This design comes from an exercise in tuning for small area and a short achievable clock period on the open sky130 flow, not from production work. RTL that was checked went through simulation tests only; none was proved equivalent to the original. No functional check of the RTL was part of runs 6 and 7. Power and IR drop assume default switching activity.

==> design.v <==
package yapp_rx_pkg;
    localparam int DEF_DATA_W     = 8;
    localparam int DEF_ADDR_W     = 2;
    localparam int DEF_NUM_CH     = 3;
    localparam int DEF_FIFO_DEPTH = 64;
    localparam int MAX_LEN        = 2**(DEF_DATA_W - DEF_ADDR_W) - 1;
    localparam int PTR_W          = $clog2(DEF_FIFO_DEPTH) + 1;
    localparam logic [1:0] ST_IDLE    = 2'd0;
    localparam logic [1:0] ST_PAYLOAD = 2'd1;
    localparam logic [1:0] ST_PARITY  = 2'd2;
    localparam logic [1:0] ST_DISCARD = 2'd3;
    function automatic logic [31:0] hdr_addr(input logic [31:0] hdr, input int unsigned aw);
        hdr_addr = hdr & ((32'd1 << aw) - 32'd1);
    endfunction
    function automatic logic [31:0] hdr_len(input logic [31:0] hdr, input int unsigned aw);
        hdr_len = hdr >> aw;
    endfunction
endpackage
module yapp_commit_fifo #(
    parameter int DATA_W = 8,
    parameter int DEPTH  = 64,
    parameter int LO     = 8             
) (
    input  logic                      clock,
    input  logic                      reset,
    input  logic                      wr_en,
    input  logic [LO-1:0]             wr_lo,
    input  logic [DEPTH/LO-1:0]       wr_hi,
    input  logic [DATA_W-1:0]         wr_data,
    input  logic                      push,
    input  logic                      commit,
    input  logic                      rewind,
    input  logic [$clog2(DEPTH)-1:0]  commit_addr,
    input  logic [DATA_W-1:0]         hdr,
    input  logic                      rd_en,
    output logic [DATA_W-1:0]         rd_data,
    output logic                      vld,
    output logic                      full_nxt,
    output logic [$clog2(DEPTH)-1:0]  cm_addr
);
    localparam int AW = $clog2(DEPTH);
    localparam int CW = AW + 1;
    localparam int HI = DEPTH / LO;
    logic [DATA_W-1:0] mem [DEPTH];
    logic [LO-1:0]     rd_lo_a, rd_lo_b;    
    logic [HI-1:0]     rd_hi;
    logic [AW-1:0]     cm;           
    logic [CW-1:0]     cu_q;         
    logic [CW-1:0]     occ_q;        
    logic              push_q, fire_q, commit_q, rewind_q;
    logic [CW-1:0]     cu, occ;      
    logic [DATA_W-1:0] dout;
    logic              fire, vld_d, hold;
    logic              occ_full, occ_one_less, cu_full, cu_gt1;
    logic [DATA_W-1:0] mem_q;
    logic [HI-1:0][DATA_W-1:0] row_q;
    always_comb begin
        if (rewind_q) occ = cu_q - CW'(fire_q);
        else          occ = occ_q + CW'(push_q) - CW'(fire_q);
        if (commit_q) cu  = occ_q - CW'(fire_q);
        else          cu  = cu_q - CW'(fire_q);
    end
    assign fire = rd_en && vld;
    assign hold = vld && !rd_en;
    always_comb begin
        if (rewind_q)
            occ_full = fire_q ? (cu_q == CW'(DEPTH + 1)) : (cu_q == CW'(DEPTH));
        else if (push_q == fire_q)
            occ_full = occ_q == CW'(DEPTH);
        else if (push_q)
            occ_full = occ_q == CW'(DEPTH - 1);
        else
            occ_full = occ_q == CW'(DEPTH + 1);
        if (rewind_q)
            occ_one_less = fire_q ? (cu_q == CW'(DEPTH)) : (cu_q == CW'(DEPTH - 1));
        else if (push_q == fire_q)
            occ_one_less = occ_q == CW'(DEPTH - 1);
        else if (push_q)
            occ_one_less = occ_q == CW'(DEPTH - 2);
        else
            occ_one_less = occ_q == CW'(DEPTH);
        if (commit_q) begin
            cu_full = fire_q ? (occ_q == CW'(DEPTH + 1)) : (occ_q == CW'(DEPTH));
            cu_gt1  = fire_q ? (occ_q > CW'(2)) : (occ_q > CW'(1));
        end else begin
            cu_full = fire_q ? (cu_q == CW'(DEPTH + 1)) : (cu_q == CW'(DEPTH));
            cu_gt1  = fire_q ? (cu_q > CW'(2)) : (cu_q > CW'(1));
        end
    end
    assign vld_d        = commit || cu_gt1 || hold;
    assign full_nxt = rewind ? (cu_full && !fire)
                             : ((occ_full && (push == fire)) || (occ_one_less && push && !fire));
    always_comb begin
        for (int h = 0; h < HI; h++) begin
            row_q[h] = '0;
            for (int l = 0; l < LO; l++)
                row_q[h] = row_q[h] | ({{(DATA_W-DATA_W/2){rd_lo_b[l]}}, {(DATA_W/2){rd_lo_a[l]}}}
                                       & mem[h*LO+l]);
        end
        mem_q = '0;
        for (int h = 0; h < HI; h++)
            mem_q = mem_q | ({DATA_W{rd_hi[h]}} & row_q[h]);
    end
    assign rd_data = dout;
    assign cm_addr = cm;
    always_ff @(posedge clock or negedge reset) begin
        if (!reset) begin
            rd_lo_a  <= LO'(2);
            rd_lo_b  <= LO'(2);
            rd_hi    <= HI'(1);
            cm       <= '0;
            cu_q     <= '0;
            occ_q    <= '0;
            push_q   <= 1'b0;
            fire_q   <= 1'b0;
            commit_q <= 1'b0;
            rewind_q <= 1'b0;
            vld      <= 1'b0;
            dout     <= '0;
        end else begin
            if (fire) begin
                rd_lo_a <= {rd_lo_a[LO-2:0], rd_lo_a[LO-1]};
                rd_lo_b <= {rd_lo_b[LO-2:0], rd_lo_b[LO-1]};
            end
            if (fire && rd_lo_a[LO-1]) rd_hi <= {rd_hi[HI-2:0], rd_hi[HI-1]};
            if (commit) cm <= commit_addr;
            cu_q     <= cu;
            occ_q    <= occ;
            push_q   <= push;
            fire_q   <= fire;
            commit_q <= commit;
            rewind_q <= rewind;
            vld      <= vld_d;
            if (!hold) begin
                if (vld) dout <= vld_d ? mem_q : '0;
                else     dout <= commit ? hdr : '0;
            end
        end
    end
    for (genvar w = 0; w < DEPTH; w++) begin : g_word
        logic [DATA_W-1:0] q;
        always_ff @(posedge clock) begin
            if (wr_en && wr_hi[w / LO] && wr_lo[w % LO]) q <= wr_data;
        end
        assign mem[w] = q;
    end
endmodule
module yapp_rx_router #(
    parameter int DATA_W     = yapp_rx_pkg::DEF_DATA_W,
    parameter int NUM_CH     = yapp_rx_pkg::DEF_NUM_CH,
    parameter int ADDR_W     = yapp_rx_pkg::DEF_ADDR_W,
    parameter int FIFO_DEPTH = yapp_rx_pkg::DEF_FIFO_DEPTH
) (
    input  logic                       clock,
    input  logic                       reset,
    input  logic [DATA_W-1:0]          in_data,
    input  logic                       in_data_vld,
    output logic                       in_suspend,
    output logic                       error,
    output logic [NUM_CH*DATA_W-1:0]   ch_data,
    output logic [NUM_CH-1:0]          ch_vld,
    input  logic [NUM_CH-1:0]          ch_rd,
    output logic [15:0]                drop_cnt
);
    localparam int LEN_W = DATA_W - ADDR_W;
    localparam int AW    = $clog2(FIFO_DEPTH);
    localparam int LO    = 8;
    localparam int LW    = $clog2(LO);
    localparam int HI    = FIFO_DEPTH / LO;
    logic              s_idle, s_idle_n, s_pay, s_par, s_dis;
    logic              s_idle_d, s_pay_d, s_par_d, s_dis_d;
    logic [DATA_W-1:0] acc, acc_d;
    logic [LEN_W-1:0]  rem, rem_d;
    logic [NUM_CH-1:0] tgt, tgt_d;           
    logic [ADDR_W-1:0] h_addr;
    logic [LEN_W-1:0]  h_len;
    logic              hdr_bad, hdr_ok, match, drop, sus_d;
    logic              rem_one, rem_zero;
    logic [DATA_W-1:0] wr_data_q, hdr_q, hdr_d;
    logic [AW-1:0]     wr_addr_q, wr_addr_d, hdr_addr_sel;
    logic [NUM_CH-1:0] push, commit, rewind;
    logic [NUM_CH-1:0] wr_ch_q;
    logic [LO-1:0]     wr_lo_q, wr_lo_d, inc_lo;
    logic [HI-1:0]     wr_hi_q, wr_hi_d, inc_hi;
    logic [NUM_CH-1:0][LO-1:0] cm_lo;
    logic [NUM_CH-1:0][HI-1:0] cm_hi;
    logic [NUM_CH-1:0][DATA_W-1:0] rd_data;
    logic [NUM_CH-1:0][AW-1:0]     cm_addr;
    logic [NUM_CH-1:0]             full_nxt;
    logic [NUM_CH-1:0]             h_sel;
    logic [AW-1:0]                 wr_addr_inc;
    assign h_addr   = in_data[ADDR_W-1:0];
    assign h_len    = in_data[DATA_W-1:ADDR_W];
    assign hdr_bad  = (h_addr >= ADDR_W'(NUM_CH)) || (h_len == '0);
    assign hdr_ok   = !hdr_bad;
    assign match    = in_data == acc;
    assign rem_one  = rem == LEN_W'(1);
    assign rem_zero = rem == '0;
    assign ch_data  = rd_data;
    assign s_idle   = !s_idle_n;
    assign wr_addr_inc = wr_addr_q + AW'(1);
    for (genvar c = 0; c < NUM_CH; c++) begin : g_sel
        assign h_sel[c] = h_addr == ADDR_W'(c);
    end
    always_comb begin
        hdr_addr_sel = '0;
        for (int c = 0; c < NUM_CH; c++)
            if (h_sel[c]) hdr_addr_sel = cm_addr[c];
    end
    always_comb begin
        s_idle_d  = s_idle;
        s_pay_d   = s_pay;
        s_par_d   = s_par;
        s_dis_d   = s_dis;
        acc_d     = acc;
        hdr_d     = hdr_q;
        rem_d     = rem;
        tgt_d     = tgt;
        wr_addr_d = wr_addr_q;
        push      = '0;
        commit    = '0;
        rewind    = '0;
        drop      = 1'b0;
        if (in_data_vld) begin
            if (s_idle) begin
                rem_d = h_len;
                if (hdr_bad) begin
                    drop     = 1'b1;
                    s_idle_d = 1'b0;
                    s_dis_d  = 1'b1;
                end else begin
                    push      = h_sel;
                    acc_d     = in_data;
                    hdr_d     = in_data;
                    tgt_d     = h_sel;
                    wr_addr_d = hdr_addr_sel;
                    s_idle_d  = 1'b0;
                    s_pay_d   = 1'b1;
                end
            end
            if (s_pay) begin
                push      = tgt;
                acc_d     = acc ^ in_data;
                rem_d     = rem - LEN_W'(1);
                wr_addr_d = wr_addr_inc;
                if (rem_one) begin
                    s_pay_d = 1'b0;
                    s_par_d = 1'b1;
                end
            end
            if (s_par) begin
                if (match) commit = tgt;
                else begin
                    rewind = tgt;
                    drop   = 1'b1;
                end
                s_par_d  = 1'b0;
                s_idle_d = 1'b1;
            end
            if (s_dis) begin
                rem_d = rem - LEN_W'(1);
                if (rem_zero) begin
                    s_dis_d  = 1'b0;
                    s_idle_d = 1'b1;
                end
            end
        end
    end
    always_comb begin
        for (int c = 0; c < NUM_CH; c++)
            for (int i = 0; i < LO; i++) begin
                cm_lo[c][i] = cm_addr[c][LW-1:0] == LW'(i);
                cm_hi[c][i] = cm_addr[c][AW-1:LW] == (AW-LW)'(i);
            end
        for (int i = 0; i < LO; i++) begin
            inc_lo[i] = wr_addr_inc[LW-1:0] == LW'(i);
            inc_hi[i] = wr_addr_inc[AW-1:LW] == (AW-LW)'(i);
        end
        wr_lo_d = '0;
        wr_hi_d = '0;
        if (s_idle) begin
            for (int c = 0; c < NUM_CH; c++)
                if (h_sel[c]) begin
                    wr_lo_d = cm_lo[c];
                    wr_hi_d = cm_hi[c];
                end
        end else begin
            wr_lo_d = inc_lo;
            wr_hi_d = inc_hi;
        end
    end
    assign sus_d = (s_pay_d && |(full_nxt & tgt_d)) || (s_idle_d && |full_nxt);
    always_ff @(posedge clock or negedge reset) begin
        if (!reset) begin
            s_idle_n   <= 1'b0;
            s_pay      <= 1'b0;
            s_par      <= 1'b0;
            s_dis      <= 1'b0;
            wr_ch_q    <= '0;
            in_suspend <= 1'b0;
            error      <= 1'b0;
            drop_cnt   <= '0;
        end else begin
            s_idle_n   <= !s_idle_d;
            s_pay      <= s_pay_d;
            s_par      <= s_par_d;
            s_dis      <= s_dis_d;
            wr_ch_q    <= push;
            in_suspend <= sus_d;
            error      <= drop;
            if (drop && drop_cnt != 16'hFFFF) drop_cnt <= drop_cnt + 16'd1;
        end
    end
    always_ff @(posedge clock) begin
        acc       <= acc_d;
        hdr_q     <= hdr_d;
        rem       <= rem_d;
        tgt       <= tgt_d;
        wr_addr_q <= wr_addr_d;
        wr_data_q <= in_data;
        wr_lo_q   <= wr_lo_d;
        wr_hi_q   <= wr_hi_d;
    end
    for (genvar c = 0; c < NUM_CH; c++) begin : g_ch
        yapp_commit_fifo #(.DATA_W(DATA_W), .DEPTH(FIFO_DEPTH), .LO(LO)) u_fifo (
            .clock       (clock),
            .reset       (reset),
            .wr_en       (wr_ch_q[c]),
            .wr_lo       (wr_lo_q),
            .wr_hi       (wr_hi_q),
            .wr_data     (wr_data_q),
            .push        (push[c]),
            .commit      (commit[c]),
            .rewind      (rewind[c]),
            .commit_addr (wr_addr_inc),
            .hdr         (hdr_q),
            .rd_en       (ch_rd[c]),
            .rd_data     (rd_data[c]),
            .vld         (ch_vld[c]),
            .full_nxt    (full_nxt[c]),
            .cm_addr     (cm_addr[c])
        );
    end
endmodule
==> flow/run.sh <==
#!/bin/bash
# The standard layout, with clock tree synthesis told not to add dummy loads.
# Each tool's output goes to standard.log in this folder; ORFS keeps its
# per-step logs under orfs/logs.
set -euo pipefail
bash standard.sh finish \
  "CTS_ARGS=-sink_clustering_enable -repair_clock_nets -sink_clustering_size 24 -sink_clustering_max_diameter 60 -dont_use_dummy_load" \
  > standard.log 2>&1
==> standard.sh <==
#!/bin/bash
# synth_recipe.tcl (not shown) runs the flow's synth.tcl, then flattens the netlist and writes it again
# the make line also repeats each setting of config.mk as NAME=value (left out here)
make -C /OpenROAD-flow-scripts/flow DESIGN_CONFIG=/design/flow/config.mk WORK_HOME=/design/flow/orfs CLKGATE_MAP_FILE= SYNTH_SCRIPT=/design/flow/synth_recipe.tcl "${@:-finish}"
==> config.mk <==
export PLATFORM = sky130hd
export DESIGN_NAME = yapp_rx_router
export DESIGN_NICKNAME = yapp_rx_router
export VERILOG_FILES = /design/flow/design.v
export SDC_FILE = /design/flow/constraint.sdc
export NUM_CORES = 4
export LEC_CHECK = 0
export ABC_CLOCK_PERIOD_IN_PS = 2400
export CAP_MARGIN = 20
export CORE_MARGIN = 2
export CORE_UTILIZATION = 55
export CTS_CLUSTER_DIAMETER = 60
export CTS_CLUSTER_SIZE = 24
export PLACE_DENSITY = 0.7
export SETUP_SLACK_MARGIN = 3.1
export SLEW_MARGIN = 20
==> constraint.sdc <==
create_clock -name core_clock -period 5.5 [get_ports {clock}]
set_input_delay 1.1000 -clock core_clock [delete_from_list [all_inputs] [get_ports {clock}]]
set_output_delay 1.1000 -clock core_clock [all_outputs]
set_load 0.01 [all_outputs]
==> results.txt, run 1 <==
io pins 59; minimum clock period 2.47 ns; Min Hold Slack 0.334 ns; routed len/inst 31.3 um; Final Cycle Share 44.9%; Post-synth EDFFs 1564; PortBufs 58; HPWL after detailed placement 107000 um; Critical Path AT 1.37 ns; final setup fails 0; GRT Residual Overflow 0; Yosys cell types 71; Net Count, Synth 4437; First-pass DRT Iterations 6; CP Class reg -> out; Mean Syn Cell Area 15.8 um^2; Syn Std Cell Area 68800 um^2; Clock power frac 28.6%; final wirelength 188000 um; clock buffer count from CTS 109; Die ar. 128000 um^2; cell family with most CP delay flip-flops; Mapped Cells 4352; htree depth 3; CP endpoint kind primary output; Max-Cap Viols 0; CP max stage cell dfrtp_2; register area share after synthesis 76.1%; Area Growth Syn to Fin 8.40%; global-route wire length before repair 270000 um; RD Place Congestion 0.883; DRT iter0 DRCs 5973; worst-path cell chain buf_6; status complete, no violations; Core Area 124000 um^2; Max VDD drop 0.000330 V; vias in the first global route 39279; CTS tree done; Worst setup SP type register; Clock Skew 0.0573 ns; crit path buf inv count 1; Gate power share 11.9%; LEAKAGE 0.0246 uW; largest net degree at the start of global routing 193; Worst Path Required 4.40 ns; Seq pwr share 59.5%; Die Width 358 um; Starting Density 55.5%; Switching Share 25.2%; register area 52500 um^2; Synth Flop Type edfxtp_1; die height 358 um; PwrDens 354 nW/um^2; DRC viols 0; vias per inst 6.89; asr flop ratio synth 10.8%; Net count, final 4428; Clk pin slew, worst setup/hold paths 0.09 ns; RSZ-0062 raised after global routing yes; Synth area leaders edfxtp_1 (68%), a22oi_1 (9.4%), dfrtp_1 (6.7%); GR Util All Layers 29.0%; initial antenna violation count 14; max incr delay on CP 0.49 ns; relative slew slack 20.5%; Root Buffer clkbuf_16; Worst-Margin Slew 1.19 ns; clock latency on the worst-skew pair 0.71 ns; Synth Register Bits 1784; post-synth top area share 68.3%; Ys Warns 3; cell-internal power 19700 uW; via count 41234; FP Rows 129; number of slew-limit violations in the final report 0; worst hold path type in -> async; fmax 405 MHz; Setup TNS Final 0 ns; CP max FO 2; Clock Path Buffers 3; Sw Pwr 6640 uW; CTS Sinks 1784; fillers 9126; Final Hold Fails 0; layout cells sized above 1 11.3%; Yosys top cell by area edfxtp_1; Multi-input gate area 15300 um^2; Routed Antenna Nets 0
-- power groups by stage --
stage / clock, uW / combinational [uW] / sequential [uW]
floorplan: 0 / 1820 / 15800
global placement: 0 / 2640 / 16000
detailed placement: 0 / 2720 / 16000
CTS: 7580 / 2860 / 15700
global route: 8040 / 3430 / 15800
finish: 7540 / 3130 / 15700
-- cell type report --
cell class / instances / area share, %
inverter: 73 / 0.374
multi-input combinational: 2176 / 20.6
sequential: 1784 / 70.4
clock buffer: 109 / 3.66
timing repair buffer: 199 / 2.22
antenna: 8 / 0.0269
tap: 1637 / 2.75
-- what timing repair did --
item / CTS / global route
pin swaps: 8 / 33
cloned: 0 / 1
setup buffers: 34 / 26
resized for setup: 329 / 74
hold buffers: 0 / 0
endpoints found under the setup margin: 182 / 83
-- stage by stage --
stage          power [uW]  utilization, %  area, um^2  setup slack [ns]  instances
4_1_cts             26100            59.7       74000              2.99       5950
3_5_place_dp        18700            57.2       70900              1.27       5807
6_report            26400            60.1       74500              3.03       5986
2_1_floorplan       17600               -       68800              2.87       4352
5_1_grt             27200            60.1       74500              2.99       5979
3_3_place_gp        18600            57.2       70900              1.23       5807
-- cell usage after synthesis (8+ instances only) --
cell type	instances
nand2_1	239
nor3_1	34
xnor2_1	72
a22oi_1	865
inv_1	71
dfrtp_1	184
nor4_1	18
nand2b_1	18
o21ai_0	42
a21oi_1	42
a22o_1	8
ha_1	68
o22ai_1	16
and4_1	18
mux2_2	24
buf_1	23
xor2_1	20
a221oi_1	9
a211oi_1	9
a221o_1	11
nand4_1	202
and3_1	197
dfxtp_1	27
clkbuf_1	287
a31oi_1	15
nand3_1	29
o21ai_1	20
dfstp_2	9
nor2_1	74
edfxtp_1	1564
mux2i_1	26
-- cells by family (layout without fill, tap and decap cells) --
logic type | count (synthesis) | in the layout | share of synthesized area, %
XOR/XNOR | 92 | 92 | 1.17
flip-flops | 1784 | 1784 | 76.1
buffers and inverters | 392 | 381 | 2.17
other | 0 | 8 | 0
adder cells (fa/ha/maj) | 71 | 71 | 1.32
multiplexers | 53 | 53 | 0.821
AO/OA/AOI/OAI | 1082 | 1082 | 11.5
AND/OR/NAND/NOR | 878 | 878 | 6.87
-- metal layers --
| layer | vias to the layer above | part of all wire [%] | global-route usage (%) |
|---|---|---|---|
| met3 | 367 | 12 | 6.43 |
| met2 | 2594 | 46 | 44.6 |
| li1 | 17308 | - | - |
| met5 | - | 0.014 | 0 |
| met1 | 20961 | 38 | 41.6 |
| met4 | 4 | 3.4 | 9.57 |
-- flip-flops by register name, indices dropped and copies added, names as in the netlist, 16 cells and up --
name,flops
drop_cnt,16
g_ch.u_fifo.occ_q,21
g_ch.u_fifo.rd_lo_a,24
g_ch.u_fifo.g_word.q,1536
g_ch.u_fifo.rd_hi,24
g_ch.u_fifo.dout,24
g_ch.u_fifo.cm,18
g_ch.u_fifo.cu_q,21
g_ch.u_fifo.rd_lo_b,24
-- cell usage in the layout (no fill, tap or decap), types with 17 or more instances in the layout --
master	synthesis	final
a21oi_1	42	38
a22oi_1	865	858
and3_1	197	195
and4_1	18	17
buf_2	4	29
buf_4	3	128
buf_6	0	24
clkbuf_16	0	110
dfrtp_1	184	137
dfrtp_2	0	39
edfxtp_1	1564	1564
ha_1	68	62
inv_1	71	59
mux2_2	24	24
mux2i_1	26	26
nand2_1	239	232
nand2b_1	18	17
nand3_1	29	28
nand4_1	202	202
nor2_1	74	69
nor3_1	34	31
o21ai_0	42	42
o21ai_1	20	20
xnor2_1	72	72
xor2_1	20	19
-- final timing paths --
check	start	cells past startpoint	slack [ns]	end
setup / recovery	g_ch[1].u_fifo.dout[6]	1	3.03	ch_data[14]
hold / removal	reset	1	0.33	g_ch[0].u_fifo.rd_hi[3]
setup reg to reg	g_ch[2].u_fifo.rd_lo_a[2]	6	3.12	g_ch[2].u_fifo.dout[0]
hold reg to reg	g_ch[1].u_fifo.rd_lo_a[1]	2	0.47	g_ch[1].u_fifo.rd_lo_a[1]
max in group asynchronous	reset	2	3.85	g_ch[1].u_fifo.rd_lo_b[6]
min in group core_clock	g_ch[1].u_fifo.rd_lo_a[1]	2	0.47	g_ch[1].u_fifo.rd_lo_a[1]
==> inputs of run 2 (changes only) <==
--- a/flow/run.sh
+++ b/flow/run.sh
@@ -5,4 +5,4 @@
 set -euo pipefail
 bash standard.sh finish \
-  "CTS_ARGS=-sink_clustering_enable -repair_clock_nets -sink_clustering_size 24 -sink_clustering_max_diameter 60 -dont_use_dummy_load" \
+  "CTS_ARGS=-sink_clustering_enable -repair_clock_nets -sink_clustering_size 18 -sink_clustering_max_diameter 50 -dont_use_dummy_load -root_buf sky130_fd_sc_hd__clkbuf_16 -buf_list {sky130_fd_sc_hd__clkbuf_8 sky130_fd_sc_hd__clkbuf_16}" \
   > standard.log 2>&1
==> run 2 against run 1 <==
First-iteration DRC count fell by 0.65%. Critical endpoint unchanged. Combinational power barely moved. Still clean on timing, DRC and antenna. Synthesized area did not move. Routed wire length rose by 0.24%. Utilization rose by 0.64 points.
==> results.txt, run 2 <==
status complete, no violations; Final Hold Fails 0; RR Endpoint in_suspend; Ys Warns 3; routed len/inst 31.2 um; vias in the first global route 39490; CP max stage cell dfrtp_2; Clk pin slew, worst setup/hold paths 0.07 ns; GRT Residual Overflow 0; Worst R2R Setup Slack 3.10 ns; crit path capture ch_data[14]; max incr delay on CP 0.48 ns; Routed Antenna Nets 0; CTS tree done; global-route wire length before repair 270000 um; initial antenna violation count 12; Root Buffer clkbuf_16; max reg flops 1536; Setup TNS Final 0 ns; Post-synth EDFFs 1564; Net count, final 4454; largest net degree at the start of global routing 193; post-place setup slack 1.27 ns; relative slew slack 16.9%; Yosys cell types 71; asr flop ratio synth 10.8%; clock latency on the worst-skew pair 0.77 ns; worst-path cell chain buf_6; CTS Sinks 1784; fillers 9082; Worst setup SP type register; Max-Cap Viols 0; CP max FO 2; layout cells sized above 1 11.9%; final setup fails 0; Max VDD drop 0.000354 V; Area Growth Syn to Fin 9.55%; CP endpoint kind primary output; Final Cycle Share 45.5%; cts hold-fix bufs 0; Clock Skew 0.0805 ns; r2r startpoint g_ch[0].u_fifo.occ_q[2]; DRT iter0 DRCs 5934; Net Count, Synth 4437; Register-to-Register Path Depth 10; Synth Flop Type edfxtp_1; die height 358 um; Mean Syn Cell Area 15.8 um^2; RSZ-0062 raised after global routing yes; LEAKAGE 0.0249 uW; minimum clock period 2.50 ns; FP Rows 129; via count 41765; post-synth top area share 68.3%; count leader, synth edfxtp_1; Die ar. 128000 um^2; worst hold path type in -> async; cell family with most CP delay flip-flops; crit path buf inv count 1; First-pass DRT Iterations 6; HPWL after detailed placement 107000 um; Critical Path Stages 1; Clock Path Buffers 3; Post-synth top cells edfxtp_1 (1564), a22oi_1 (865), clkbuf_1 (287), nand2_1 (239), nand4_1 (202); Worst Path Required 4.40 ns; DRC viols 0; most frequent cells in the layout edfxtp_1 (1564), a22oi_1 (858), nand2_1 (233), nand4_1 (202), and3_1 (195); RD Place Congestion 0.883; Mapped Cells 4352; final wirelength 188000 um; PortBufs 58; Syn Std Cell Area 68800 um^2; htree depth 4; io pins 59; worst setup margin 3.00 ns; GR Util All Layers 29.2%; register area share after synthesis 76.1%; Core Area 124000 um^2; Largest Register g_ch.u_fifo.g_word.q; Yosys top cell by area edfxtp_1; fmax 400 MHz; Worst-Margin Slew 1.25 ns; clock buffer count from CTS 140; Critical Path Start g_ch[1].u_fifo.dout[6]; number of slew-limit violations in the final report 0; CP Class reg -> out; PwrDens 366 nW/um^2; most common cell after layout, fill and taps aside edfxtp_1; Synth Register Bits 1784; Die Width 358 um; Critical Path AT 1.40 ns; vias per inst 6.93; Synth area leaders edfxtp_1 (68%), a22oi_1 (9.4%), dfrtp_1 (6.7%); Starting Density 55.5%
[run 2: timing repair]
item / CTS / global route
pin swaps: 8 / 35
resized for setup: 330 / 81
setup endpoints to repair: 178 / 97
buffers inserted: 35 / 21
[run 2: area by class of cell]
type / instances / area, um^2 / area share, %
Clock buffer: 140 / 3500 / 4.65
Antenna cell: 26 / 65.1 / 0.0864
Timing Repair Buffer: 194 / 1620 / 2.14
Tap cell: 1637 / 2050 / 2.72
Inverter: 73 / 279 / 0.370
Multi-Input combinational cell: 2176 / 15300 / 20.4
Sequential cell: 1784 / 52500 / 69.7
[run 2: per-stage QoR]
step	cells	cell area (um^2)	utilization [%]	power [uW]	hold WS, ns
floorplan	4352	68800	-	17600	0.468
global placement	5807	70900	57.2	18600	0.457
detailed placement	5807	70900	57.2	18700	0.462
CTS	5982	74800	60.4	27400	0.278
global route	6006	75300	60.7	28400	0.314
finish	6030	75300	60.8	27600	0.284
[run 2: power by group]
| part | switching [uW] | total, uW | internal [uW] |
|---|---|---|---|
| Clock | 4270 | 8750 | 4480 |
| Sequential | 568 | 15700 | 15200 |
| Combinational | 2020 | 3120 | 1100 |
| Total | 6860 | 27600 | 20700 |
[run 2: how the worst min path moves through the flow]
stage               slack, ns                   endpoint
global placement         0.46  g_ch[1].u_fifo.rd_lo_a[1]
CTS                      0.28     g_ch[0].u_fifo.dout[0]
detailed placement       0.46  g_ch[1].u_fifo.rd_lo_a[1]
global route             0.31     g_ch[0].u_fifo.dout[0]
floorplan                0.47    g_ch[2].u_fifo.rewind_q
finish                   0.28     g_ch[0].u_fifo.dout[0]
[run 2: routing by layer]
metal | vias to the layer above | global-route usage, % | wire length, um | part of all wire [%]
met5 | - | 0 | 13 | 0.0069
met4 | 2 | 10.1 | 6430 | 3.4
met3 | 430 | 6.72 | 22300 | 12
met2 | 2812 | 44.7 | 86600 | 46
met1 | 21124 | 41.6 | 72700 | 39
li1 | 17397 | - | - | -
[run 2: cells by family (layout without fill, tap and decap cells)]
kind of cell             after synthesis  in the layout  share of synthesized area (%)
other                                  0             26                              0
buffers and inverters                392            407                           2.17
XOR/XNOR                              92             92                           1.17
flip-flops                          1784           1784                           76.1
adder cells (fa/ha/maj)               71             71                           1.32
AO/OA/AOI/OAI                       1082           1082                           11.5
AND/OR/NAND/NOR                      878            878                           6.87
multiplexers                          53             53                          0.821
==> inputs of run 3 (changes only) <==
==> flow/run.sh (replaced) <==
#!/bin/bash
# The standard layout, with clock tree synthesis told not to add dummy loads.
# Each tool's output goes to standard.log in this folder; ORFS keeps its
# per-step logs under orfs/logs.
set -euo pipefail
bash standard.sh finish \
  "CTS_ARGS=-sink_clustering_enable -repair_clock_nets -sink_clustering_size 18 -sink_clustering_max_diameter 50 -dont_use_dummy_load -root_buf sky130_fd_sc_hd__clkbuf_16 -buf_list \"sky130_fd_sc_hd__clkbuf_8 sky130_fd_sc_hd__clkbuf_16\"" \
  > standard.log 2>&1
--- a/config.mk
+++ b/config.mk
@@ -9,8 +9,8 @@
 export CAP_MARGIN = 20
 export CORE_MARGIN = 2
-export CORE_UTILIZATION = 55
+export CORE_UTILIZATION = 45
 export CTS_CLUSTER_DIAMETER = 60
 export CTS_CLUSTER_SIZE = 24
-export PLACE_DENSITY = 0.7
+export PLACE_DENSITY = 0.62
 export SETUP_SLACK_MARGIN = 3.1
 export SLEW_MARGIN = 20
==> run 3 against run 2 <==
The run now fails in 4_1_cts. Synthesized area did not move. Synthesized cell count did not move.
==> results.txt, run 3 <==
status did not finish; Last stage 4_1_cts; Stop Error [ERROR STA-0564] clock_tree_synthesis positional arguments not supported.; Synth Flop Type edfxtp_1; Synth area leaders edfxtp_1 (68%), a22oi_1 (9.4%), dfrtp_1 (6.7%); HPWL after detailed placement 114000 um; Synth Register Bits 1784; FP Rows 143; Mapped Cells 4352; Ys Warns 3; Post-synth top cells edfxtp_1 (1564), a22oi_1 (865), clkbuf_1 (287), nand2_1 (239), nand4_1 (202); io pins 59; count leader, synth edfxtp_1; Syn Std Cell Area 68800 um^2; post-synth top area share 68.3%; Die Width 395 um; register area share after synthesis 76.1%; Yosys top cell by area edfxtp_1; Placed Area 71500 um^2; PortBufs 58; Post-synth EDFFs 1564; asr flop ratio synth 10.8%; RD Place Congestion 0.871; Net Count, Synth 4437; Yosys cell types 71; Mean Syn Cell Area 15.8 um^2; Placed Cells 6209; die height 395 um; Starting Density 45.3%
[run 3: stage by stage]
step | setup slack, ns | total power [uW]
after floorplan | 2.87 | 17600
after global placement | 1.71 | 18700
after detailed placement | 1.69 | 18800
[run 3: cell families after synthesis]
kind of cell    after synthesis  synth area share [%]
buf+inv                     392                  2.17
simple gates                878                  6.87
mux                          53                 0.821
compound gates             1082                  11.5
fa+ha+maj                    71                  1.32
xor+xnor                     92                  1.17
flops                      1784                  76.1
[run 3: worst min-delay path by stage]
stage | from | to | slack (ns) | depth (start not counted)
floorplan | tgt[2] | g_ch[2].u_fifo.rewind_q | 0.47 | 2
global placement | g_ch[1].u_fifo.rd_lo_b[2] | g_ch[1].u_fifo.rd_lo_b[2] | 0.46 | 2
detailed placement | g_ch[1].u_fifo.rd_lo_b[2] | g_ch[1].u_fifo.rd_lo_b[2] | 0.46 | 2
[run 3: power by group through the flow]
| stage | logic, uW | clock network (uW) | registers, uW |
|---|---|---|---|
| after detailed placement | 2680 | 0 | 16100 |
| after global placement | 2630 | 0 | 16100 |
| after floorplan | 1820 | 0 | 15800 |
==> inputs of run 4 (changes only) <==
==> flow/run.sh (replaced) <==
#!/bin/bash
# The standard layout, with clock tree synthesis told not to add dummy loads.
# Each tool's output goes to standard.log in this folder; ORFS keeps its
# per-step logs under orfs/logs.
set -euo pipefail
bash standard.sh finish \
  "CTS_ARGS=-sink_clustering_enable -repair_clock_nets -sink_clustering_size 28 -sink_clustering_max_diameter 65 -dont_use_dummy_load" \
  > standard.log 2>&1
--- a/config.mk
+++ b/config.mk
@@ -9,8 +9,8 @@
 export CAP_MARGIN = 20
 export CORE_MARGIN = 2
-export CORE_UTILIZATION = 45
-export CTS_CLUSTER_DIAMETER = 60
-export CTS_CLUSTER_SIZE = 24
-export PLACE_DENSITY = 0.62
+export CORE_UTILIZATION = 55
+export CTS_CLUSTER_DIAMETER = 65
+export CTS_CLUSTER_SIZE = 28
+export PLACE_DENSITY = 0.7
 export SETUP_SLACK_MARGIN = 3.1
 export SLEW_MARGIN = 20
==> run 4 against run 3 <==
The run now finishes clean. Synthesized area unchanged. Synthesized cell count unchanged.
==> results.txt, run 4 <==
status complete, no violations; Critical Path Start g_ch[2].u_fifo.vld; via count 41323; DRT iter0 DRCs 5920; Yosys top cell by area edfxtp_1; CP Class reg -> out; First-pass DRT Iterations 8; io pins 59; Ys Warns 3; Register-to-Register Path Depth 6; clock buffer count from CTS 94; die height 358 um; Starting Density 55.5%; number of slew-limit violations in the final report 0; Final Cycle Share 45.0%; Clock Skew 0.0790 ns; most frequent cells in the layout edfxtp_1 (1564), a22oi_1 (860), nand2_1 (234), nand4_1 (202), and3_1 (195); PortBufs 58; worst hold path type in -> async; Mapped Cells 4352; asr flop ratio synth 10.8%; relative slew slack 18.9%; HPWL after detailed placement 107000 um; global-route wire length before repair 269000 um; CTS tree done; CP max FO 2; GR Util All Layers 28.9%; RR Endpoint g_ch[0].u_fifo.dout[6]; Post-synth top cells edfxtp_1 (1564), a22oi_1 (865), clkbuf_1 (287), nand2_1 (239), nand4_1 (202); initial antenna violation count 9; Net Count, Synth 4437; Worst R2R Setup Slack 3.07 ns; layout cells sized above 1 11.0%; Clock Path Buffers 3; Worst setup SP type register; Post-synth EDFFs 1564; vias per inst 6.90; max incr delay on CP 0.50 ns; most common cell after layout, fill and taps aside edfxtp_1; Mean Syn Cell Area 15.8 um^2; LEAKAGE 0.0244 uW; RD Place Congestion 0.883; GRT Residual Overflow 0; clock latency on the worst-skew pair 0.73 ns; Die ar. 128000 um^2; Sw Pwr 6560 uW; final wirelength 187000 um; final setup fails 0; cell-internal power 19300 uW; vias in the first global route 39097; Yosys cell types 71; Setup TNS Final 0 ns; htree depth 3; CP endpoint kind primary output; Largest Register g_ch.u_fifo.g_word.q; Synth Register Bits 1784; fin util 59.9%; CTS Sinks 1784; Net count, final 4421; Core Area 124000 um^2; fmax 404 MHz; Gate power share 12.2%; RSZ-0062 raised after global routing yes; Worst Path Required 4.40 ns; Clock power frac 27.1%; Root Buffer clkbuf_16; worst-path cell chain buf_6; routed len/inst 31.2 um; CP max stage cell dfrtp_2; FP Rows 129; Critical Path AT 1.38 ns; Max VDD drop 0.000334 V; Critical Path Stages 1; largest net degree at the start of global routing 193; DRC viols 0; r2r startpoint g_ch[0].u_fifo.rd_lo_b[5]; Routed Antenna Nets 0; max reg flops 1536; Clk pin slew, worst setup/hold paths 0.09 ns; Synth Flop Type edfxtp_1; crit path buf inv count 1; post-synth top area share 68.3%; Syn Std Cell Area 68800 um^2; Worst-Margin Slew 1.22 ns; Switching Share 25.4%; cell family with most CP delay flip-flops; Max-Cap Viols 0; Synth area leaders edfxtp_1 (68%), a22oi_1 (9.4%), dfrtp_1 (6.7%); Seq pwr share 60.7%; Final Hold Fails 0; PwrDens 348 nW/um^2; minimum clock period 2.48 ns; Area Growth Syn to Fin 7.98%; count leader, synth edfxtp_1; crit path capture ch_vld[2]; register area share after synthesis 76.1%; Die Width 358 um
[run 4: logic make-up (layout without fill, tap and decap cells)]
| group | Yosys count | count (layout) | synth area share [%] |
|---|---|---|---|
| AND/OR/NAND/NOR | 878 | 878 | 6.87 |
| flip-flops | 1784 | 1784 | 76.1 |
| adder cells (fa/ha/maj) | 71 | 71 | 1.32 |
| buffers and inverters | 392 | 374 | 2.17 |
| multiplexers | 53 | 53 | 0.821 |
| other | 0 | 16 | 0 |
| XOR/XNOR | 92 | 92 | 1.17 |
| AO/OA/AOI/OAI | 1082 | 1082 | 11.5 |
[run 4: through the flow]
step / hold slack (ns) / total power (uW) / instances / worst slack (ns) / instance area (um^2)
6_report: 0.317 / 25900 / 5987 / 3.02 / 74200
5_1_grt: 0.361 / 26700 / 5971 / 2.95 / 74200
4_1_cts: 0.328 / 25600 / 5940 / 3.00 / 73700
3_5_place_dp: 0.462 / 18700 / 5807 / 1.27 / 70900
3_3_place_gp: 0.457 / 18600 / 5807 / 1.23 / 70900
2_1_floorplan: 0.468 / 17600 / 4352 / 2.87 / 68800
[run 4: repair_timing]
action,in CTS,in global routing
buffers inserted,39,30
gates resized for setup,334,70
pin swaps,14,26
hold buffers,0,0
endpoints found under the setup margin,182,67
[run 4: worst min-delay path by stage]
| stage | startpoint | endpoint | depth (start not counted) |
|---|---|---|---|
| 2_1_floorplan | tgt[2] | g_ch[2].u_fifo.rewind_q | 2 |
| 3_3_place_gp | g_ch[1].u_fifo.rd_lo_a[1] | g_ch[1].u_fifo.rd_lo_a[1] | 2 |
| 3_5_place_dp | g_ch[1].u_fifo.rd_lo_a[1] | g_ch[1].u_fifo.rd_lo_a[1] | 2 |
| 4_1_cts | reset | g_ch[0].u_fifo.rd_lo_a[2] | 1 |
| 5_1_grt | reset | g_ch[0].u_fifo.rd_lo_a[2] | 1 |
| 6_report | reset | g_ch[0].u_fifo.rd_hi[3] | 1 |
[run 4: layout make-up]
cell class / count / area [um^2]
Sequential cell: 1784 / 52500
Fill cell: 9190 / 49700
Multi-Input combinational cell: 2176 / 15300
Clock buffer: 94 / 2350
Tap cell: 1637 / 2050
Timing Repair Buffer: 207 / 1730
Inverter: 73 / 279
Antenna cell: 16 / 40.0
[run 4: power by group through the flow]
stage / Sequential (uW) / Clock (uW) / Combinational [uW]
floorplan: 15800 / 0 / 1820
global placement: 16000 / 0 / 2640
detailed placement: 16000 / 0 / 2720
CTS: 15700 / 7030 / 2860
global route: 15700 / 7480 / 3430
finish: 15700 / 7010 / 3140
[run 4: metal layers]
layer	vias to the layer above	routed length (um)	global-route usage, %
met5	-	0	0
met4	0	6480	9.42
met3	357	22700	6.33
met2	2714	86100	44.6
met1	20953	71400	41.3
li1	17299	-	-
==> inputs of run 5 (changes only) <==
--- a/flow/run.sh
+++ b/flow/run.sh
@@ -5,4 +5,4 @@
 set -euo pipefail
 bash standard.sh finish \
-  "CTS_ARGS=-sink_clustering_enable -repair_clock_nets -sink_clustering_size 28 -sink_clustering_max_diameter 65 -dont_use_dummy_load" \
+  "CTS_ARGS=-sink_clustering_enable -repair_clock_nets -sink_clustering_size 32 -sink_clustering_max_diameter 70 -dont_use_dummy_load" \
   > standard.log 2>&1
--- a/config.mk
+++ b/config.mk
@@ -10,6 +10,6 @@
 export CORE_MARGIN = 2
 export CORE_UTILIZATION = 55
-export CTS_CLUSTER_DIAMETER = 65
-export CTS_CLUSTER_SIZE = 28
+export CTS_CLUSTER_DIAMETER = 70
+export CTS_CLUSTER_SIZE = 32
 export PLACE_DENSITY = 0.7
 export SETUP_SLACK_MARGIN = 3.1
==> run 5 against run 4 <==
Still clean. Utilization down 0.14 points. Power fell by 1.5%. Die area unchanged. Fmax about the same. Sequential cell count stayed put. Largest power group unchanged.
==> results.txt, run 5 <==
Clock Path Buffers 3; register area share after synthesis 76.1%; Max VDD drop 0.000331 V; PwrDens 344 nW/um^2; global-route wire length before repair 269000 um; worst-path cell chain buf_6; Yosys top cell by area edfxtp_1; Net count, final 4421; Clock Skew 0.0924 ns; Die ar. 128000 um^2; Yosys cell types 71; Post-synth EDFFs 1564; max reg flops 1536; io pins 59; final setup fails 0; cell family with most CP delay flip-flops; Worst-Margin Slew 1.24 ns; clock latency on the worst-skew pair 0.71 ns; GR Util All Layers 28.9%; FP Rows 129; CP max FO 2; Mapped Cells 4352; count leader, synth edfxtp_1; Worst Path Required 4.40 ns; RD Place Congestion 0.883; Core Area 124000 um^2; most common cell after layout, fill and taps aside edfxtp_1; Root Buffer clkbuf_16; cts hold-fix bufs 0; clock buffer count from CTS 81; minimum clock period 2.48 ns; Clk pin slew, worst setup/hold paths 0.11 ns; Synth area leaders edfxtp_1 (68%), a22oi_1 (9.4%), dfrtp_1 (6.7%); DRT iter0 DRCs 6024; Net Count, Synth 4437; Worst setup SP type register; crit path buf inv count 1; RSZ-0062 raised after global routing yes; CTS tree done; fillers 9217; Final Hold Fails 0; LEAKAGE 0.0244 uW; Die Width 358 um; Routed Antenna Nets 0; asr flop ratio synth 10.8%; Synth Register Bits 1784; most frequent cells in the layout edfxtp_1 (1564), a22oi_1 (859), nand2_1 (233), nand4_1 (202), and3_1 (195); post-synth top area share 68.3%; routed len/inst 31.3 um; Largest Register g_ch.u_fifo.g_word.q; Max-Cap Viols 0; Post-synth top cells edfxtp_1 (1564), a22oi_1 (865), clkbuf_1 (287), nand2_1 (239), nand4_1 (202); fmax 404 MHz; htree depth 3; CP endpoint kind primary output; vias in the first global route 38860; Setup TNS Final 0 ns; Syn Std Cell Area 68800 um^2; CTS Sinks 1784; PortBufs 58; post-place setup slack 1.27 ns; total power 25500 uW; CP Class reg -> out; HPWL after detailed placement 107000 um; CP max stage cell dfrtp_2; layout cells sized above 1 11.2%; relative slew slack 17.3%; worst hold path type in -> async; number of slew-limit violations in the final report 0; Min Hold Slack 0.327 ns; status complete, no violations; Ys Warns 3; initial antenna violation count 12; vias per inst 6.89; via count 41168; Critical Path AT 1.38 ns; Area Growth Syn to Fin 7.72%; Synth Flop Type edfxtp_1; largest net degree at the start of global routing 193; final wirelength 187000 um; die height 358 um; First-pass DRT Iterations 6; Starting Density 55.5%; GRT Residual Overflow 0; max incr delay on CP 0.52 ns; Mean Syn Cell Area 15.8 um^2; DRC viols 0; worst setup margin 3.02 ns; Final Cycle Share 45.0%
## run 5: layout make-up
cell class	count	area, um^2	share of cell area [%]
Clock buffer	81	2030	2.74
Inverter	73	279	0.377
Tap cell	1637	2050	2.77
Sequential cell	1784	52500	70.8
Multi-Input combinational cell	2176	15400	20.8
Timing Repair Buffer	220	1830	2.47
Antenna cell	5	12.5	0.0169
## run 5: worst paths after layout
kind,startpoint,end,slack (ns),cells past startpoint
max in group asynchronous,reset,g_ch[1].u_fifo.rd_lo_b[5],3.82,2
min in group core_clock,g_ch[1].u_fifo.rd_lo_a[1],g_ch[1].u_fifo.rd_lo_a[1],0.47,2
hold / removal,reset,g_ch[0].u_fifo.rd_hi[5],0.33,1
setup / recovery,g_ch[2].u_fifo.vld,ch_vld[2],3.02,1
hold reg to reg,g_ch[1].u_fifo.rd_lo_a[1],g_ch[1].u_fifo.rd_lo_a[1],0.47,2
setup reg to reg,g_ch[0].u_fifo.rd_lo_b[6],g_ch[0].u_fifo.dout[5],3.12,6
## run 5: logic make-up (layout without fill, tap and decap cells)
kind of cell	count (synthesis)	after routing	share of synthesized area (%)
flip-flops	1784	1784	76.1
AO/OA/AOI/OAI	1082	1082	11.5
AND/OR/NAND/NOR	878	878	6.87
buffers and inverters	392	374	2.17
XOR/XNOR	92	92	1.17
adder cells (fa/ha/maj)	71	71	1.32
multiplexers	53	53	0.821
other	0	5	0
## run 5: repair_timing
| action | in CTS | in global routing |
|---|---|---|
| pin swaps | 15 | 38 |
| gates resized for setup | 327 | 88 |
| setup endpoints to repair | 185 | 66 |
| hold endpoints to repair | 0 | 0 |
| buffers inserted | 41 | 40 |
| gates cloned | 0 | 1 |
## run 5: where the power goes
group,switching [uW],total (uW),internal (uW)
clock network,3900,6540,2650
logic,2070,3230,1160
registers,564,15700,15100
total,6530,25500,18900
## run 5: layer usage
metal  GRT usage [%]  part of all wire, %
met2            44.5                   46
met5               0                0.014
met4            9.35                  3.4
met3            6.24                   12
met1            41.5                   38
## run 5: through the flow
step	util [%]	cell area (um^2)	instances
6_report	59.8	74100	5976
5_1_grt	59.7	74100	5971
4_1_cts	59.2	73400	5929
3_5_place_dp	57.2	70900	5807
3_3_place_gp	57.2	70900	5807
2_1_floorplan	-	68800	4352
==> inputs of run 6 (changes only) <==
--- a/design.v
+++ b/design.v
@@ -177,10 +177,9 @@
     logic              hdr_bad, hdr_ok, match, drop, sus_d;
     logic              rem_one, rem_zero;
-    logic [DATA_W-1:0] wr_data_q, hdr_q, hdr_d;
+    logic [DATA_W-1:0] hdr_q, hdr_d;
     logic [AW-1:0]     wr_addr_q, wr_addr_d, hdr_addr_sel;
     logic [NUM_CH-1:0] push, commit, rewind;
-    logic [NUM_CH-1:0] wr_ch_q;
-    logic [LO-1:0]     wr_lo_q, wr_lo_d, inc_lo;
-    logic [HI-1:0]     wr_hi_q, wr_hi_d, inc_hi;
+    logic [LO-1:0]     wr_lo_d, inc_lo;
+    logic [HI-1:0]     wr_hi_d, inc_hi;
     logic [NUM_CH-1:0][LO-1:0] cm_lo;
     logic [NUM_CH-1:0][HI-1:0] cm_hi;
@@ -297,5 +296,4 @@
             s_par      <= 1'b0;
             s_dis      <= 1'b0;
-            wr_ch_q    <= '0;
             in_suspend <= 1'b0;
             error      <= 1'b0;
@@ -306,5 +304,4 @@
             s_par      <= s_par_d;
             s_dis      <= s_dis_d;
-            wr_ch_q    <= push;
             in_suspend <= sus_d;
             error      <= drop;
@@ -318,7 +315,4 @@
         tgt       <= tgt_d;
         wr_addr_q <= wr_addr_d;
-        wr_data_q <= in_data;
-        wr_lo_q   <= wr_lo_d;
-        wr_hi_q   <= wr_hi_d;
     end
     for (genvar c = 0; c < NUM_CH; c++) begin : g_ch
@@ -326,8 +320,8 @@
             .clock       (clock),
             .reset       (reset),
-            .wr_en       (wr_ch_q[c]),
-            .wr_lo       (wr_lo_q),
-            .wr_hi       (wr_hi_q),
-            .wr_data     (wr_data_q),
+            .wr_en       (push[c]),
+            .wr_lo       (wr_lo_d),
+            .wr_hi       (wr_hi_d),
+            .wr_data     (in_data),
             .push        (push[c]),
             .commit      (commit[c]),
--- a/flow/run.sh
+++ b/flow/run.sh
@@ -5,4 +5,4 @@
 set -euo pipefail
 bash standard.sh finish \
-  "CTS_ARGS=-sink_clustering_enable -repair_clock_nets -sink_clustering_size 32 -sink_clustering_max_diameter 70 -dont_use_dummy_load" \
+  "CTS_ARGS=-sink_clustering_enable -repair_clock_nets -sink_clustering_size 24 -sink_clustering_max_diameter 60 -dont_use_dummy_load" \
   > standard.log 2>&1
--- a/config.mk
+++ b/config.mk
@@ -10,6 +10,6 @@
 export CORE_MARGIN = 2
 export CORE_UTILIZATION = 55
-export CTS_CLUSTER_DIAMETER = 70
-export CTS_CLUSTER_SIZE = 32
+export CTS_CLUSTER_DIAMETER = 60
+export CTS_CLUSTER_SIZE = 24
 export PLACE_DENSITY = 0.7
 export SETUP_SLACK_MARGIN = 3.1
==> run 6 against run 5 <==
Worst hold slack worse by 0.048 ns. First-iteration DRC count rose by 9.2%. Sequential power about the same. Global-route usage increased by 1.8 points. Cell area grew 5.7%. Power increased by 13%. Die area down 1.2%. Sequential cell count fell by 24. Utilization increased by 4.3 points. Largest power group unchanged.
==> results.txt, run 6 <==
vias in the first global route 40452; count leader, synth edfxtp_1; First-pass DRT Iterations 6; Worst R2R Setup Slack 2.98 ns; cts hold-fix bufs 0; Worst-Margin Slew 0.990 ns; HPWL after detailed placement 117000 um; FP Rows 128; Die ar. 126000 um^2; initial antenna violation count 1; Synth area leaders edfxtp_1 (69%), a22oi_1 (9.8%), dfrtp_1 (6.8%); Final Hold Fails 0; post-synth top area share 69.1%; htree depth 3; Max-Cap Viols 0; met2 Use GR 48.0%; Post-Synth Adder-Cell Area 1.34%; Diodes inserted 0; Clk pin slew, worst setup/hold paths 0.09 ns; Worst Path Required 5.93 ns; Yosys cell types 81; via count 42093; Area Growth Syn to Fin 15.3%; Post-synth EDFFs 1564; Yosys top cell by area edfxtp_1; register area share after synthesis 76.3%; Root Buffer clkbuf_16; Ys Warns 3; Min Hold Slack 0.279 ns; Routed Antenna Nets 0; CP endpoint kind register; Net Count, Synth 4413; routing usage on met1 43.5%; final setup fails 0; worst hold path type in -> async; Core Area 122000 um^2; Die Width 355 um; Starting Density 55.6%; most common cell after layout, fill and taps aside edfxtp_1; minimum clock period 2.52 ns; crit path buf inv count 2; Synth Flop Type edfxtp_1; Synth Register Bits 1760; RSZ-0062 raised after global routing yes; max reg flops 1536; Register-to-Register Path Depth 10; io pins 59; routed len/inst 32.1 um; die height 355 um; Critical Path AT 2.95 ns; Clock Path Buffers 3; largest net degree at the start of global routing 170; GR Util met3 6.26%; clock latency on the worst-skew pair 0.78 ns; Post-synth top cells edfxtp_1 (1564), a22oi_1 (890), nor2_1 (286), clkbuf_1 (251), nand2_1 (230); Worst setup SP type register; PwrDens 366 nW/um^2; Clock Skew 0.0733 ns; simple-gate share of the synthesized area 6.33%; vias per inst 6.88; relative slew slack 34.0%; RR Endpoint g_ch[0].u_fifo.g_word[59].q[0]; CTS Sinks 1760; PortBufs 58; Final Cycle Share 45.9%; Largest Register g_ch.u_fifo.g_word.q; CP max stage cell edfxtp_1; CP max FO 8; fillers 8409; DRT iter0 DRCs 6579; number of slew-limit violations in the final report 0; Mapped Cells 4328; mux share of post-synthesis cell area 1.03%; GRT Residual Overflow 0; Net count, final 4582; final wirelength 197000 um; clock buffer count from CTS 114; CP Class reg -> reg; max incr delay on CP 0.51 ns; GR Util All Layers 30.7%; main combinational cell family by area after synthesis compound AO/OA/AOI/OAI gates; fmax 396 MHz; cell family with most CP delay simple AND/OR/NAND/NOR gates; Synth Area in XOR/XNOR 1.19%; r2r startpoint wr_addr_q[0]; DRC viols 0; global-route wire length before repair 282000 um; RD Place Congestion 0.921; Mean Syn Cell Area 15.7 um^2; Setup TNS Final 0 ns; Syn Std Cell Area 67900 um^2; worst-path cell chain ha_4, nand3_4, xor2_4, nor2_4, a21oi_2, a41oi_2, buf_6, buf_12, nand2_8, nor2_4; layout cells sized above 1 19.9%; asr flop ratio synth 11.0%; Most common cell on crit path nor2_4; most frequent cells in the layout edfxtp_1 (1564), a22oi_1 (888), nand4_1 (206), nor2_4 (198), nand2_1 (190); status complete, no violations; GRT busiest layer met2; Max VDD drop 0.000331 V; Compound-Gate Fraction of Synth Area 11.8%; CTS tree done; LEAKAGE 0.0247 uW
-- run 6: cell types whose count changed after synthesis, sizes merged, moves of 10 or more --
cell | previous run | this run
clkbuf | 289 | 251
a221o | 11 | 1
nand2 | 242 | 231
xnor2 | 72 | 59
nor2 | 74 | 289
and3 | 197 | 6
a21oi | 43 | 62
dfxtp | 27 | 3
nor3 | 34 | 24
o21ai | 63 | 77
a22oi | 865 | 890
xor2 | 20 | 33
mux2 | 27 | 40
-- run 6: power by group --
| part | internal (uW) | switching [uW] |
|---|---|---|
| Clock | 3640 | 4090 |
| Combinational | 2030 | 3450 |
| Sequential | 15100 | 383 |
| Total | 20700 | 7930 |
-- run 6: how the worst max path moves through the flow --
stage                                 from                              to  slack (ns)  cells after the start
finish                        wr_addr_q[0]  g_ch[0].u_fifo.g_word[59].q[0]        2.98                     10
global route                  wr_addr_q[0]  g_ch[2].u_fifo.g_word[60].q[1]        2.95                     10
CTS                 g_ch[1].u_fifo.dout[4]                     ch_data[12]        3.00                      1
detailed placement             in_data_vld   g_ch[2].u_fifo.g_word[0].q[6]        1.08                      7
global placement               in_data_vld   g_ch[2].u_fifo.g_word[3].q[6]        1.18                      7
floorplan                       in_data[1]  g_ch[2].u_fifo.g_word[41].q[0]        2.55                      8
-- run 6: through the flow --
step	setup WS (ns)	std cells	cell area, um^2	util [%]	total power, uW
detailed placement	1.08	5823	71700	58.7	19600
finish	2.98	6120	78300	64.1	28700
global placement	1.18	5823	71700	58.7	19600
CTS	3.00	6072	77300	63.2	28200
global route	2.95	6120	78300	64.1	29500
floorplan	2.55	4328	69500	-	18200
-- run 6: kinds of logic after synthesis --
kind of cell | after synthesis
AOI/OAI and AO/OA | 1106
xor gates and xnor gates | 92
adders and majority gates | 71
buffers and inverters | 355
DFF | 1760
muxes | 65
and+or+nand+nor | 879
-- run 6: cell type report --
class / instances / area (um^2) / area share (%)
well taps: 1625 / 2030 / 2.60
flip-flops and latches: 1760 / 51900 / 66.3
multi-input cells: 2214 / 17400 / 22.2
repair buffers: 334 / 3790 / 4.84
inverters: 72 / 302 / 0.385
clock buffers: 114 / 2850 / 3.64
repair inverters: 1 / 8.76 / 0.0112
-- run 6: what timing repair did --
action | 4_1_cts | 5_1_grt
pin swaps | 92 | 128
gates resized for setup | 477 | 123
gates cloned | 7 | 2
setup endpoints to repair | 1815 | 1683
buffers inserted | 128 | 46
-- run 6: routing by layer --
metal | wire (um) | vias up
li1 | - | 17474
met1 | 74300 | 21326
met2 | 92700 | 2810
met3 | 22100 | 483
met4 | 7450 | 0
met5 | 0 | -
==> inputs of run 7 (changes only) <==
--- a/config.mk
+++ b/config.mk
@@ -9,8 +9,8 @@
 export CAP_MARGIN = 20
 export CORE_MARGIN = 2
-export CORE_UTILIZATION = 55
+export CORE_UTILIZATION = 60
 export CTS_CLUSTER_DIAMETER = 60
 export CTS_CLUSTER_SIZE = 24
-export PLACE_DENSITY = 0.7
+export PLACE_DENSITY = 0.72
 export SETUP_SLACK_MARGIN = 3.1
 export SLEW_MARGIN = 20
==> run 7 against run 6 <==
Largest cell class unchanged. Synthesized cell count stayed put. Setup slack worse by 0.034 ns. Largest power group unchanged. Fmax is 1.3% lower. Cell area is 0.68% higher. Final cell count is 1.6% lower. Synthesized area stayed put. Critical endpoint is now g_ch[0].u_fifo.g_word[34].q[3]. Critical path depth is 1 higher. Routed wire length is 1.5% higher.
==> results.txt, run 7 <==
DRT iter0 DRCs 6620; LEAKAGE 0.0250 uW; Net count, final 4608; RR Endpoint g_ch[0].u_fifo.g_word[34].q[3]; RD Place Congestion 0.927; fin util 70.2%; most frequent cells in the layout edfxtp_1 (1564), a22oi_1 (886), nand4_1 (206), nor2_4 (201), nand2_1 (188); Routed Antenna Nets 0; Mapped Cells 4328; Placed Cells 5687; post-synth top area share 69.1%; Setup TNS Final 0 ns; Most common cell on crit path buf_6; Synth area leaders edfxtp_1 (69%), a22oi_1 (9.8%), dfrtp_1 (6.8%); RSZ-0062 raised after global routing yes; Area Growth Syn to Fin 16.0%; PwrDens 367 nW/um^2; htree depth 3; Clock Skew 0.0724 ns; Placed Area 71500 um^2; Max VDD drop 0.000313 V; Yosys cell types 81; number of slew-limit violations in the final report 0; clock latency on the worst-skew pair 0.72 ns; Final Cycle Share 46.5%; final setup fails 0; Register-to-Register Path Depth 11; count leader, synth edfxtp_1; vias per inst 7.13; via count 42947; Synth Register Bits 1760; PortBufs 58; First-pass DRT Iterations 8; Post-synth EDFFs 1564; register area share after synthesis 76.3%; Core Area 112000 um^2; max reg flops 1536; Die Width 341 um; CTS Sinks 1760; Syn Std Cell Area 67900 um^2; Multi-input gate area 17700 um^2; CTS tree done; status complete, no violations; Root Buffer clkbuf_16; final wirelength 200000 um; Ys Warns 3; cts hold-fix bufs 0; Largest Register g_ch.u_fifo.g_word.q; Net Count, Synth 4413; fmax 391 MHz; Clock Path Buffers 3; worst-path cell chain buf_4, buf_6, buf_6, nand3_4, xnor2_4, nor2_4, a21oi_2, a21oi_2, buf_6, nand2_8, nor2_4; most common cell after layout, fill and taps aside edfxtp_1; Post-synth top cells edfxtp_1 (1564), a22oi_1 (890), nor2_1 (286), clkbuf_1 (251), nand2_1 (230); register area 51900 um^2; Clk pin slew, worst setup/hold paths 0.07 ns; die height 341 um; HPWL after detailed placement 115000 um; Starting Density 60.5%; CP endpoint kind register; GRT Residual Overflow 0; io pins 59; DRC viols 0; initial antenna violation count 2; Synth Flop Type edfxtp_1; Worst R2R Setup Slack 2.94 ns; fillers 7008; global-route wire length before repair 284000 um; minimum clock period 2.56 ns; Worst Path Required 5.83 ns; Mean Syn Cell Area 15.7 um^2; Finished Layout Cells 6022; layout cells sized above 1 20.9%; max incr delay on CP 0.38 ns; vias in the first global route 40665; worst hold path type in -> async; largest net degree at the start of global routing 156; Worst-Margin Slew 0.998 ns; Worst setup SP type register; asr flop ratio synth 11.0%; Final Hold Fails 0; Max-Cap Viols 0; CP max stage cell edfxtp_1; Critical Path AT 2.89 ns; post-route cell area 78800 um^2; clock buffer count from CTS 111; relative slew slack 33.5%; FP Rows 123; Die ar. 116000 um^2; Yosys top cell by area edfxtp_1; CP Class reg -> reg; routed len/inst 33.1 um; CP max FO 8; GR Util All Layers 33.7%; r2r startpoint wr_addr_q[1]
## run 7: changes by cell type in the layout (fill, tap and decap cells not counted), moves of 4 or more
| cell | previous run | this run |
|---|---|---|
| bufbuf_16 | 3 | 7 |
| buf_16 | 5 | 12 |
| buf_12 | 72 | 68 |
| inv_1 | 58 | 52 |
| nand2_8 | 20 | 25 |
| buf_6 | 50 | 63 |
| nand2_2 | 14 | 9 |
| buf_2 | 24 | 28 |
| inv_2 | 10 | 16 |
## run 7: layout make-up
type	count	share of cell area, %
flip-flops and latches	1760	65.9
multi-input cells	2213	22.4
repair buffers	364	5.47
clock buffers	111	3.52
well taps	1500	2.38
inverters	72	0.359
repair inverters	1	0.0111
diodes	1	0.00317
## run 7: worst max-delay path by stage
stage	startpoint	end	slack [ns]	cells after the start
3_3_place_gp	in_data_vld	g_ch[2].u_fifo.g_word[17].q[6]	1.28	7
6_report	wr_addr_q[1]	g_ch[0].u_fifo.g_word[34].q[3]	2.94	11
3_5_place_dp	in_data_vld	g_ch[2].u_fifo.g_word[16].q[5]	1.20	7
4_1_cts	g_ch[1].u_fifo.vld	ch_vld[1]	3.00	1
5_1_grt	wr_addr_q[1]	g_ch[0].u_fifo.g_word[34].q[3]	2.88	11
2_1_floorplan	in_data[1]	g_ch[2].u_fifo.g_word[41].q[0]	2.55	8
## run 7: routing by layer
layer / vias to the layer above / track usage (%) / part of all wire, %
li1: 17524 / - / -
met1: 21553 / 47.7 / 36
met2: 3297 / 51.3 / 46
met3: 571 / 7.75 / 13
met4: 2 / 13.6 / 5.1
met5: - / 0 / 0.0065
## run 7: report_power, final
group / switching, uW / leakage [uW] / internal [uW] / total, uW
sequential: 433 / 0.0166 / 15100 / 15500
combinational: 3640 / 0.00707 / 2160 / 5800
clock: 4050 / 0.00137 / 3550 / 7590
total: 8120 / 0.0250 / 20800 / 28900
## run 7: through the flow
stage,setup slack (ns),hold slack (ns),total power (uW)
after floorplan,2.55,0.473,18200
after global placement,1.28,0.459,19500
after detailed placement,1.20,0.471,19600
after CTS,3.00,0.339,28100
after global routing,2.88,0.410,29700
final,2.94,0.360,28900
## run 7: critical path, delay by kind of cell (launching register included)
family	cells	cell delay [ns]
buf+inv	4	0.57
compound gates	2	0.24
simple gates	4	0.74
xor+xnor	1	0.22
flops	1	0.38
## run 7: cell families (layout without fill, tap and decap cells)
group           count (synthesis)  count (layout)  share of synthesized area (%)
flops                        1760            1760                           76.3
compound gates               1106            1106                           11.8
simple gates                  879             879                           6.33
buf+inv                       355             548                           2.00
xor+xnor                       92              92                           1.19
fa+ha+maj                      71              71                           1.34
mux                            65              65                           1.03
other cells                     0               1                              0
## run 7: timing repair
item,in CTS,in global routing
pin swaps,130,132
endpoints found under the setup margin,1828,1720
setup buffers,138,65
gates cloned,13,7
gates resized for setup,524,144

[port drivers added, routing unchanged]
The flow's constraints put no driver on any port. The routed layouts listed below were extracted and timed again, unchanged, in two steps.
Step 1 (the two cells are an assumption about what drives the block):
set clk [get_ports {clock}]
set_driving_cell -lib_cell sky130_fd_sc_hd__clkbuf_16 $clk
set_driving_cell -lib_cell sky130_fd_sc_hd__buf_2 [delete_from_list [all_inputs] $clk]
Step 2 times the ports against the registers' clock, not the clock port: input delays grow and output delays shrink by t, the midpoint of the rising clock arrivals with the driver on.
Slacks: ideal ports / drivers / drivers and shift; pairs: ideal ports / drivers.
run | t (ns) | slack for setup (ns) | latest minus earliest clock arrival (ns)
run 1 | 0.768 | 3.032 / 2.956 / 2.401 | 0.079 / 0.079
run 2 | 0.799 | 3.000 / 2.930 / 2.372 | 0.082 / 0.082
run 4 | 0.748 | 3.024 / 2.948 / 2.397 | 0.109 / 0.108
run 5 | 0.740 | 3.023 / 2.949 / 2.429 | 0.093 / 0.093
run 6 | 0.808 | 2.975 / 2.857 / 2.048 | 0.095 / 0.095
run 7 | 0.778 | 2.941 / 2.829 / 2.051 | 0.105 / 0.105
After both steps setup and hold are still met in every run listed. For run 6, which loses most, drivers alone change the setup slack by -0.118 ns; drivers and shift together by -0.927 ns.
